Source: an optimization exercise on an open RTL-to-GDS flow (aim: few clock cycles). Production flows keep margins and buffers that such runs may drop. In this exercise RTL edits were held to simulation tests only and were not proved equivalent to the original. Power and IR drop assume default switching activity.

==> 05-12: inputs <==
==> flow/design.v (excerpt) <==
module dcache_wb
#(
    parameter int INDEX_WIDTH  = dcache_pkg::c_DEF_INDEX_WIDTH,
    parameter int OFFSET_WIDTH = dcache_pkg::c_DEF_OFFSET_WIDTH
) (
    input  logic        clk,
    input  logic        rst,
    input  logic        cpu_cs,
    input  logic        cpu_we,
    input  logic [31:0] cpu_addr,
    input  logic [31:0] cpu_din,
    output logic [31:0] cpu_dout,
    output logic        cpu_stall,
    output logic        mem_cs,
    output logic        mem_we,
    output logic [31:0] mem_addr,
    output logic [31:0] mem_din,
    input  logic [31:0] mem_dout,
    input  logic        mem_ack,
    output logic [31:0] hit_cnt,
    output logic [31:0] miss_cnt
);
export LEC_CHECK = 0
export CAP_MARGIN = 20
export CORE_MARGIN = 2
export CORE_UTILIZATION = 30
export PLACE_DENSITY = 0.38
export SETUP_SLACK_MARGIN = 0.2
export SLEW_MARGIN = 20
export SYNTH_MEMORY_MAX_BITS = 65536
create_clock -name core_clock -period 9.0 [get_ports {clk}]
run.sh (not shown) runs the stock make flow with config.mk's settings and CLKGATE_MAP_FILE= SYNTH_SCRIPT=/design/flow/synth_recipe.tcl, a recipe that flattens the netlist after the stock synthesis.
==> inputs of 08-14, as changes to 05-12 <==
--- a/flow/design.v
+++ b/flow/design.v
@@ -1,14 +1,14 @@
 `default_nettype none
 package dcache_pkg;
     localparam int c_DEF_INDEX_WIDTH  = 4;
     localparam int c_DEF_OFFSET_WIDTH = 2;
     localparam int c_WORD_LSB = 2;
-    localparam int c_MISSQ_WIDTH = 3;
-    localparam int c_SPARE_WAYS = 3;
-    localparam int c_SPARE_SEL_WIDTH = 2;
+    localparam int c_MISSQ_WIDTH = 2;
+    localparam int c_SPARE_WAYS = 2;
+    localparam int c_SPARE_SEL_WIDTH = 1;
     function automatic int index_lsb(input int offset_width);
         index_lsb = c_WORD_LSB + offset_width;
     endfunction
     function automatic int tag_lsb(input int offset_width, input int index_width);
         tag_lsb = c_WORD_LSB + offset_width + index_width;
     endfunction
@@ -31,16 +31,12 @@
     output logic [TAG_WIDTH-1:0]               rd_tag,
     output logic [32*(1<<OFFSET_WIDTH)-1:0]    rd_line,
     output logic [(1<<OFFSET_WIDTH)-1:0]       rd_pend,
     output logic [SPARE_WAYS-1:0]              rd_s_held,
     output logic [TAG_WIDTH*SPARE_WAYS-1:0]    rd_s_tags,
     output logic [32*(1<<OFFSET_WIDTH)*SPARE_WAYS-1:0] rd_s_lines,
-    input  logic [SW_WIDTH-1:0]                wb_way,
-    input  logic [INDEX_WIDTH-1:0]             wb_index,
-    input  logic [OFFSET_WIDTH-1:0]            wb_word,
-    output logic [31:0]                        wb_data,
     input  logic                               inst_en,
     input  logic [TAG_WIDTH-1:0]               inst_tag,
     input  logic                               inst_dirty,
     input  logic [(1<<OFFSET_WIDTH)-1:0]       inst_pend,
     input  logic                               inst_swap,
     input  logic [SW_WIDTH-1:0]                inst_swap_way,
@@ -69,13 +65,12 @@
     assign rd_valid  = r_valid[rd_index];
     assign rd_dirty  = r_dirty[rd_index];
     assign rd_tag    = r_tag[rd_index];
     assign rd_pend   = r_pend[rd_index];
     assign rd_s_held = r_s_held[rd_index];
     assign fill_pend = r_pend[fill_index][fill_word];
-    assign wb_data   = r_s_data[wb_way][wb_index][32*wb_word +: 32];
     always_comb begin
         for (int w = 0; w < c_WORDS; w++) begin
             rd_line[32*w +: 32] = r_data[rd_index][w];
         end
         for (int k = 0; k < SPARE_WAYS; k++) begin
             rd_s_tags[TAG_WIDTH*k +: TAG_WIDTH] = r_s_tag[k][rd_index];
@@ -190,29 +185,28 @@
     logic [c_QW-1:0]         r_tail;
     logic [OFFSET_WIDTH:0]   r_step;
     logic [INDEX_WIDTH-1:0]  r_q_idx   [c_Q];
     logic [TAG_WIDTH-1:0]    r_q_tag   [c_Q];
     logic [OFFSET_WIDTH-1:0] r_q_crit  [c_Q];
     logic                    r_q_wb    [c_Q];
-    logic [c_WW-1:0]         r_q_vway  [c_Q];
     logic [TAG_WIDTH-1:0]    r_q_vtag  [c_Q];
+    logic [32*c_WORDS-1:0]   r_q_vdata [c_Q];
     logic [INDEX_WIDTH-1:0]  r_h_idx;
     logic [TAG_WIDTH-1:0]    r_h_tag;
     logic [OFFSET_WIDTH-1:0] r_h_crit;
     logic                    r_h_wb;
-    logic [c_WW-1:0]         r_h_vway;
     logic [TAG_WIDTH-1:0]    r_h_vtag;
+    logic [32*c_WORDS-1:0]   r_h_vdata;
     logic                        w_rd_valid;
     logic                        w_rd_dirty;
     logic [TAG_WIDTH-1:0]        w_rd_tag;
     logic [32*c_WORDS-1:0]       w_rd_line;
     logic [c_WORDS-1:0]          w_rd_pend;
     logic [c_K-1:0]              w_rd_s_held;
     logic [TAG_WIDTH*c_K-1:0]    w_rd_s_tags;
     logic [32*c_WORDS*c_K-1:0]   w_rd_s_lines;
-    logic [31:0]                 w_wb_data;
     logic                        w_inst_en;
     logic [c_WORDS-1:0]          w_inst_pend;
     logic [c_WW-1:0]             w_vic_way;
     logic                        w_st_en;
     logic                        w_fill_en;
     logic [INDEX_WIDTH-1:0]      w_fill_index;
@@ -235,16 +229,12 @@
         .rd_tag        (w_rd_tag),
         .rd_line       (w_rd_line),
         .rd_pend       (w_rd_pend),
         .rd_s_held     (w_rd_s_held),
         .rd_s_tags     (w_rd_s_tags),
         .rd_s_lines    (w_rd_s_lines),
-        .wb_way        (r_h_vway),
-        .wb_index      (r_h_idx),
-        .wb_word       (r_step[OFFSET_WIDTH-1:0]),
-        .wb_data       (w_wb_data),
         .inst_en       (w_inst_en),
         .inst_tag      (w_cpu_tag),
         .inst_dirty    (cpu_we),
         .inst_pend     (w_inst_pend),
         .inst_swap     (w_s_hit),
         .inst_swap_way (w_s_way),
@@ -324,13 +314,13 @@
     end
     assign mem_cs   = w_busy | (cpu_cs & ~w_res_hit);
     assign mem_we   = w_busy & r_step[OFFSET_WIDTH];
     assign mem_addr = ~w_busy ? {cpu_addr[31:dcache_pkg::c_WORD_LSB], 2'b00} :
                       r_step[OFFSET_WIDTH] ? {r_h_vtag, r_h_idx, r_step[OFFSET_WIDTH-1:0], 2'b00} :
                                              {r_h_tag, r_h_idx, w_rd_word, 2'b00};
-    assign mem_din  = w_wb_data;
+    assign mem_din  = r_h_vdata[32*r_step[OFFSET_WIDTH-1:0] +: 32];
     always_ff @(posedge clk) begin
         if (rst) begin
             r_cnt  <= '0;
             r_head <= '0;
             r_tail <= '0;
             r_step <= '0;
@@ -352,35 +342,35 @@
     always_ff @(posedge clk) begin
         if (w_accept) begin
             r_q_idx[r_tail]  <= w_cpu_index;
             r_q_tag[r_tail]  <= w_cpu_tag;
             r_q_crit[r_tail] <= w_cpu_word;
             r_q_wb[r_tail]   <= w_rd_valid & w_rd_dirty;
-            r_q_vway[r_tail] <= w_vic_way;
-            r_q_vtag[r_tail] <= w_rd_tag;
+            r_q_vtag[r_tail]  <= w_rd_tag;
+            r_q_vdata[r_tail] <= w_rd_line;
         end
     end
     logic [c_QW-1:0] w_next_head;
     assign w_next_head = r_head + 1'b1;
     always_ff @(posedge clk) begin
         if ((w_last && r_cnt == (c_QW+1)'(1)) || !w_busy) begin
             if (w_accept) begin
                 r_h_idx  <= w_cpu_index;
                 r_h_tag  <= w_cpu_tag;
                 r_h_crit <= w_cpu_word;
                 r_h_wb   <= w_rd_valid & w_rd_dirty;
-                r_h_vway <= w_vic_way;
-                r_h_vtag <= w_rd_tag;
+                r_h_vtag  <= w_rd_tag;
+                r_h_vdata <= w_rd_line;
             end
         end else if (w_last) begin
             r_h_idx  <= r_q_idx[w_next_head];
             r_h_tag  <= r_q_tag[w_next_head];
             r_h_crit <= r_q_crit[w_next_head];
             r_h_wb   <= r_q_wb[w_next_head];
-            r_h_vway <= r_q_vway[w_next_head];
-            r_h_vtag <= r_q_vtag[w_next_head];
+            r_h_vtag  <= r_q_vtag[w_next_head];
+            r_h_vdata <= r_q_vdata[w_next_head];
         end
     end
     assign hit_cnt  = 32'h0;
     assign miss_cnt = 32'h0;
 endmodule
 `default_nettype wire
- CORE_UTILIZATION: 30 -> 28
- PLACE_DENSITY: 0.38 -> 0.33
==> inputs of 08-15, as changes to 05-12 <==
--- a/flow/design.v
+++ b/flow/design.v
@@ -1,14 +1,14 @@
 `default_nettype none
 package dcache_pkg;
     localparam int c_DEF_INDEX_WIDTH  = 4;
     localparam int c_DEF_OFFSET_WIDTH = 2;
     localparam int c_WORD_LSB = 2;
-    localparam int c_MISSQ_WIDTH = 3;
-    localparam int c_SPARE_WAYS = 3;
-    localparam int c_SPARE_SEL_WIDTH = 2;
+    localparam int c_MISSQ_WIDTH = 2;
+    localparam int c_SPARE_WAYS = 1;
+    localparam int c_SPARE_SEL_WIDTH = 1;
     function automatic int index_lsb(input int offset_width);
         index_lsb = c_WORD_LSB + offset_width;
     endfunction
     function automatic int tag_lsb(input int offset_width, input int index_width);
         tag_lsb = c_WORD_LSB + offset_width + index_width;
     endfunction
@@ -31,16 +31,12 @@
     output logic [TAG_WIDTH-1:0]               rd_tag,
     output logic [32*(1<<OFFSET_WIDTH)-1:0]    rd_line,
     output logic [(1<<OFFSET_WIDTH)-1:0]       rd_pend,
     output logic [SPARE_WAYS-1:0]              rd_s_held,
     output logic [TAG_WIDTH*SPARE_WAYS-1:0]    rd_s_tags,
     output logic [32*(1<<OFFSET_WIDTH)*SPARE_WAYS-1:0] rd_s_lines,
-    input  logic [SW_WIDTH-1:0]                wb_way,
-    input  logic [INDEX_WIDTH-1:0]             wb_index,
-    input  logic [OFFSET_WIDTH-1:0]            wb_word,
-    output logic [31:0]                        wb_data,
     input  logic                               inst_en,
     input  logic [TAG_WIDTH-1:0]               inst_tag,
     input  logic                               inst_dirty,
     input  logic [(1<<OFFSET_WIDTH)-1:0]       inst_pend,
     input  logic                               inst_swap,
     input  logic [SW_WIDTH-1:0]                inst_swap_way,
@@ -69,13 +65,12 @@
     assign rd_valid  = r_valid[rd_index];
     assign rd_dirty  = r_dirty[rd_index];
     assign rd_tag    = r_tag[rd_index];
     assign rd_pend   = r_pend[rd_index];
     assign rd_s_held = r_s_held[rd_index];
     assign fill_pend = r_pend[fill_index][fill_word];
-    assign wb_data   = r_s_data[wb_way][wb_index][32*wb_word +: 32];
     always_comb begin
         for (int w = 0; w < c_WORDS; w++) begin
             rd_line[32*w +: 32] = r_data[rd_index][w];
         end
         for (int k = 0; k < SPARE_WAYS; k++) begin
             rd_s_tags[TAG_WIDTH*k +: TAG_WIDTH] = r_s_tag[k][rd_index];
@@ -190,29 +185,28 @@
     logic [c_QW-1:0]         r_tail;
     logic [OFFSET_WIDTH:0]   r_step;
     logic [INDEX_WIDTH-1:0]  r_q_idx   [c_Q];
     logic [TAG_WIDTH-1:0]    r_q_tag   [c_Q];
     logic [OFFSET_WIDTH-1:0] r_q_crit  [c_Q];
     logic                    r_q_wb    [c_Q];
-    logic [c_WW-1:0]         r_q_vway  [c_Q];
     logic [TAG_WIDTH-1:0]    r_q_vtag  [c_Q];
+    logic [32*c_WORDS-1:0]   r_q_vdata [c_Q];
     logic [INDEX_WIDTH-1:0]  r_h_idx;
     logic [TAG_WIDTH-1:0]    r_h_tag;
     logic [OFFSET_WIDTH-1:0] r_h_crit;
     logic                    r_h_wb;
-    logic [c_WW-1:0]         r_h_vway;
     logic [TAG_WIDTH-1:0]    r_h_vtag;
+    logic [32*c_WORDS-1:0]   r_h_vdata;
     logic                        w_rd_valid;
     logic                        w_rd_dirty;
     logic [TAG_WIDTH-1:0]        w_rd_tag;
     logic [32*c_WORDS-1:0]       w_rd_line;
     logic [c_WORDS-1:0]          w_rd_pend;
     logic [c_K-1:0]              w_rd_s_held;
     logic [TAG_WIDTH*c_K-1:0]    w_rd_s_tags;
     logic [32*c_WORDS*c_K-1:0]   w_rd_s_lines;
-    logic [31:0]                 w_wb_data;
     logic                        w_inst_en;
     logic [c_WORDS-1:0]          w_inst_pend;
     logic [c_WW-1:0]             w_vic_way;
     logic                        w_st_en;
     logic                        w_fill_en;
     logic [INDEX_WIDTH-1:0]      w_fill_index;
@@ -235,16 +229,12 @@
         .rd_tag        (w_rd_tag),
         .rd_line       (w_rd_line),
         .rd_pend       (w_rd_pend),
         .rd_s_held     (w_rd_s_held),
         .rd_s_tags     (w_rd_s_tags),
         .rd_s_lines    (w_rd_s_lines),
-        .wb_way        (r_h_vway),
-        .wb_index      (r_h_idx),
-        .wb_word       (r_step[OFFSET_WIDTH-1:0]),
-        .wb_data       (w_wb_data),
         .inst_en       (w_inst_en),
         .inst_tag      (w_cpu_tag),
         .inst_dirty    (cpu_we),
         .inst_pend     (w_inst_pend),
         .inst_swap     (w_s_hit),
         .inst_swap_way (w_s_way),
@@ -324,13 +314,13 @@
     end
     assign mem_cs   = w_busy | (cpu_cs & ~w_res_hit);
     assign mem_we   = w_busy & r_step[OFFSET_WIDTH];
     assign mem_addr = ~w_busy ? {cpu_addr[31:dcache_pkg::c_WORD_LSB], 2'b00} :
                       r_step[OFFSET_WIDTH] ? {r_h_vtag, r_h_idx, r_step[OFFSET_WIDTH-1:0], 2'b00} :
                                              {r_h_tag, r_h_idx, w_rd_word, 2'b00};
-    assign mem_din  = w_wb_data;
+    assign mem_din  = r_h_vdata[32*r_step[OFFSET_WIDTH-1:0] +: 32];
     always_ff @(posedge clk) begin
         if (rst) begin
             r_cnt  <= '0;
             r_head <= '0;
             r_tail <= '0;
             r_step <= '0;
@@ -352,35 +342,35 @@
     always_ff @(posedge clk) begin
         if (w_accept) begin
             r_q_idx[r_tail]  <= w_cpu_index;
             r_q_tag[r_tail]  <= w_cpu_tag;
             r_q_crit[r_tail] <= w_cpu_word;
             r_q_wb[r_tail]   <= w_rd_valid & w_rd_dirty;
-            r_q_vway[r_tail] <= w_vic_way;
-            r_q_vtag[r_tail] <= w_rd_tag;
+            r_q_vtag[r_tail]  <= w_rd_tag;
+            r_q_vdata[r_tail] <= w_rd_line;
         end
     end
     logic [c_QW-1:0] w_next_head;
     assign w_next_head = r_head + 1'b1;
     always_ff @(posedge clk) begin
         if ((w_last && r_cnt == (c_QW+1)'(1)) || !w_busy) begin
             if (w_accept) begin
                 r_h_idx  <= w_cpu_index;
                 r_h_tag  <= w_cpu_tag;
                 r_h_crit <= w_cpu_word;
                 r_h_wb   <= w_rd_valid & w_rd_dirty;
-                r_h_vway <= w_vic_way;
-                r_h_vtag <= w_rd_tag;
+                r_h_vtag  <= w_rd_tag;
+                r_h_vdata <= w_rd_line;
             end
         end else if (w_last) begin
             r_h_idx  <= r_q_idx[w_next_head];
             r_h_tag  <= r_q_tag[w_next_head];
             r_h_crit <= r_q_crit[w_next_head];
             r_h_wb   <= r_q_wb[w_next_head];
-            r_h_vway <= r_q_vway[w_next_head];
-            r_h_vtag <= r_q_vtag[w_next_head];
+            r_h_vtag  <= r_q_vtag[w_next_head];
+            r_h_vdata <= r_q_vdata[w_next_head];
         end
     end
     assign hit_cnt  = 32'h0;
     assign miss_cnt = 32'h0;
 endmodule
 `default_nettype wire
- CORE_UTILIZATION: 30 -> 28
- PLACE_DENSITY: 0.38 -> 0.33
==> results.txt <==
metric	05-12	08-15	08-14
Run status	timing/DRC/antenna clean	timing/DRC/antenna clean	timing/DRC/antenna clean
Post-DR wirelength/cell	47.7 um	45.6 um	43.4 um
Worst path depth	13	12	14
Share of power burned in the clock network	35.9%	40.2%	42.0%
Post-placement cell area	539,000 um2	301,000 um2	401,000 um2
Count of fill cells added during filler insertion	155k	94.7k	125k
Min Tclk post-route	8.80 ns	8.85 ns	8.68 ns
Register-to-register setup slack	1.71 ns	2.79 ns	2.72 ns
Share of the yosys chip area belonging to registers	63.6%	63.7%	68.4%
Clock buffer count	1,676	960	1,426
Logic pwr share	25.5%	14.4%	12.5%
Number of non-clock buffers in the layout	2,737	1,468	1,917
Total power per unit cell area	247 nW/um2	220 nW/um2	229 nW/um2
Proportion of cell area spent on the clock network	6.87%	6.88%	7.54%
Routed via count	367k	176k	230k
Synth unique cells	113	92	89
Routed via count divided by cell count	6.39	5.67	5.54
Non-clock buffer share	5.66%	4.71%	5.09%
Proportion of netlist area held by the largest area contributor	62.9%	62.8%	67.5%
Testbench counts of 05-12, summed over its fixed seeds: cycles 134,573.
Testbench counts of 08-14, summed over its fixed seeds: cycles 135,257.
Testbench counts of 08-15, summed over its fixed seeds: cycles 135,873.

-- what the ideal ports hide --
No port has a modelled driver above. Below, the same layouts with a new extraction and two added sets of constraints. Step 1, drivers: a clkbuf_16 drives clk and a buf_2 each remaining input, both assumed. Step 2 also shifts input and output timing later by t, the mid clock arrival at the registers, as if the neighbouring blocks saw the same clock. a / b / c = no drivers / after step 1 / after step 2; a / b = the first two.
run | t, ns | setup WS [ns] | worst hold slack (ns)
05-12 | 1.526 | 0.195 / 0.106 / -0.322 | 0.462 / 0.462 / 0.462
08-14 | 1.422 | 0.325 / 0.233 / 0.233 | 0.448 / 0.448 / 0.448
08-15 | 1.260 | 0.148 / 0.056 / -0.018 | 0.463 / 0.463 / 0.463
With both steps, setup timing fails in 05-12 and 08-15, where it was met with ideal ports. For 05-12, which loses most, drivers alone change the setup slack by -0.089 ns; drivers and shift together by -0.517 ns.
